Background: an optimization exercise with open tools, aiming at small area. Do not read the settings as production practice.
Function was checked by simulation only, so behaviour that the tests miss may differ from the original.
No activity file was given, so power comes from the tool's default toggle rates.

Setup of lane 1:
Design regfile_top, start of the top module:
module regfile_top (
  input  logic        clk,
  input  logic        rst_n,
  input  logic [9:0]  rd_idx,
  output logic [63:0] rd_data,
  output logic [1:0]  rd_busy,
  input  logic [1:0]  wr_en,
  input  logic [9:0]  wr_idx,
  input  logic [63:0] wr_data,
  input  logic        alloc_en,
  input  logic [4:0]  alloc_idx,
  input  logic        flush,
  output logic [5:0]  busy_cnt
);
  logic [31:0] wd0, wd1;
  logic [4:0]  wi0, wi1;
  assign wd0 = wr_data[31:0];
  assign wd1 = wr_data[63:32];
  assign wi0 = wr_idx[4:0];
  assign wi1 = wr_idx[9:5];
  logic [31:1] h0, h1, w0, hold, al;
  logic [31:1] vld, busy, busy_nxt;
  logic [31:1][31:0] rf;
  for (genvar i = 1; i < 32; i++) begin : g_reg
    assign h0[i]   = wr_en[0] && wi0 == 5'(i);
    assign h1[i]   = wr_en[1] && wi1 == 5'(i);
    assign w0[i]   = h0[i] && !h1[i];
    assign hold[i] = !(h0[i] || h1[i]);
    assign al[i]   = alloc_en && alloc_idx == 5'(i);
    always_ff @(posedge clk)
      rf[i] <= ({32{h1[i]}} & wd1) | ({32{w0[i]}} & wd0) | ({32{hold[i]}} & rf[i]);
    always_ff @(posedge clk or negedge rst_n)
      if (!rst_n) vld[i] <= 1'b0;
      else if (!hold[i]) vld[i] <= 1'b1;
    assign busy_nxt[i] = !flush && ((busy[i] && hold[i]) || al[i]);
  end
  logic [4:0] cnt_nxt, cnt;
  logic [25:0] pc_s, pc_c;
  assign pc_s[0] = busy_nxt[1] ^ busy_nxt[2] ^ busy_nxt[3];
  assign pc_c[0] = (busy_nxt[1] & busy_nxt[2]) | (busy_nxt[1] & busy_nxt[3]) | (busy_nxt[2] & busy_nxt[3]);
  assign pc_s[1] = busy_nxt[4] ^ busy_nxt[5] ^ busy_nxt[6];
  assign pc_c[1] = (busy_nxt[4] & busy_nxt[5]) | (busy_nxt[4] & busy_nxt[6]) | (busy_nxt[5] & busy_nxt[6]);
  assign pc_s[2] = busy_nxt[7] ^ busy_nxt[8] ^ busy_nxt[9];
  ...
Size: about 4600 cells after synthesis, about 170 I/O pins, roughly 0.048 mm² of cells after synthesis.
==> flow/config.mk <==
export PLATFORM = sky130hd
export DESIGN_NAME = regfile_top
export DESIGN_NICKNAME = regfile_top
export VERILOG_FILES = /design/flow/design.v
export SDC_FILE = /design/flow/constraint.sdc
export NUM_CORES = 4
export LEC_CHECK = 0
export CAP_MARGIN = 20
export CELL_PAD_IN_SITES_DETAIL_PLACEMENT = 1
export CELL_PAD_IN_SITES_GLOBAL_PLACEMENT = 2
export CORE_MARGIN = 2
export CORE_UTILIZATION = 32
export GPL_TIMING_DRIVEN = 0
export PLACE_DENSITY = 0.4
export SLEW_MARGIN = 20
==> flow/constraint.sdc <==
create_clock -name core_clock -period 8.0 [get_ports {clk}]
set_input_delay 1.6000 -clock core_clock [delete_from_list [all_inputs] [get_ports {clk}]]
set_output_delay 1.6000 -clock core_clock [all_outputs]
set_load 0.01 [all_outputs]
standard.sh (not shown) runs the stock make flow with config.mk's settings and CLKGATE_MAP_FILE= SYNTH_SCRIPT=/design/flow/synth_recipe.tcl, a recipe that flattens the netlist after the stock synthesis.
==> flow/flow/run.sh <==
#!/bin/bash
# Standard synthesis, then the combinational logic between its registers is
# replaced by a hand-mapped netlist (gen.py) with the same registers, then the
# standard layout flow from that netlist.
set -euo pipefail
R=orfs/results/${FLOW_PLATFORM}/regfile_top/base
bash standard.sh synth > synth.log 2>&1
cp $R/1_2_yosys.v std_1_2_yosys.v
python3 flow/gen.py std_1_2_yosys.v gen_1_2_yosys.v > gen.log 2>&1
sleep 1
cp gen_1_2_yosys.v $R/1_2_yosys.v
touch $R/1_2_yosys.v
rm -f $R/1_synth.odb $R/1_synth.sdc
bash standard.sh finish \
  "BUFFER_PORTS_ARGS=-buffer_cell sky130_fd_sc_hd__buf_1" \
  "CTS_ARGS=-sink_clustering_enable -repair_clock_nets -buf_list {sky130_fd_sc_hd__clkbuf_4 sky130_fd_sc_hd__clkbuf_8} -root_buf sky130_fd_sc_hd__clkbuf_16 -sink_clustering_size 20 -sink_clustering_max_diameter 60 -dont_use_dummy_load" \
  > layout.log 2>&1
Other scripts of this flow, unchanged in this note and not shown: flow/flow/gen.py
Lane 1 completed every stage of the flow, and the final layout passed the timing, DRC and antenna checks.
The following lists how lane 2 was set up differently from lane 1:
- GPL_TIMING_DRIVEN no longer set, was 0
Findings:
Looking at start-to-end type of the worst setup path, the in -> reg result is from lane 1; the in -> out one comes from lane 2.
Comparing lane 2 and lane 1, met3 wirelength from detailed routing is higher on lane 1.
Lane 2 vs lane 1, final cell count went up by about 1.3%.
Of lane 2 and lane 1, lane 1 shows the lower layout-stage area growth over the synthesis result, with lane 2 above it.
Diff lane 1 -> lane 2: share of total power in the clock network has decreased, initial antenna violation count has decreased, final design instance area without fill has increased, overall power has increased, fmax has increased.
Critical path depth: lane 2 vs lane 1 down 4
On critical path data arrival time, the higher figure sits with lane 1, not lane 2.

-- afterwards: timing with drivers on the ports --
Ports are ideal in the flow. The routed layouts listed here were re-timed in OpenROAD.
Step 1: set_driving_cell puts a clkbuf_16 on clk and a buf_2 on each other input, an assumption about the parent block.
Step 2, shift: input delay + t, output delay - t, t = (earliest + latest rising clock arrival at the registers) / 2. This alone moves slack from input paths to output paths.
Slacks: ideal / step 1 / step 2; pairs: ideal / step 1.
run | t (ns) | setup WS [ns] | worst register clock-pin slew, ns | cell pins on the clock port's net
lane 1 | 0.806 | 0.187 / 0.251 / -0.555 | 0.11 / 0.11 | 1
lane 2 | 0.814 | 0.778 / 0.755 / 0.755 | 0.11 / 0.11 | 1
Met with ideal ports but missed after step 2: setup timing in lane 1. The setup slack of lane 1, which loses most, moves by +0.064 ns with the drivers and by -0.742 ns with both steps.
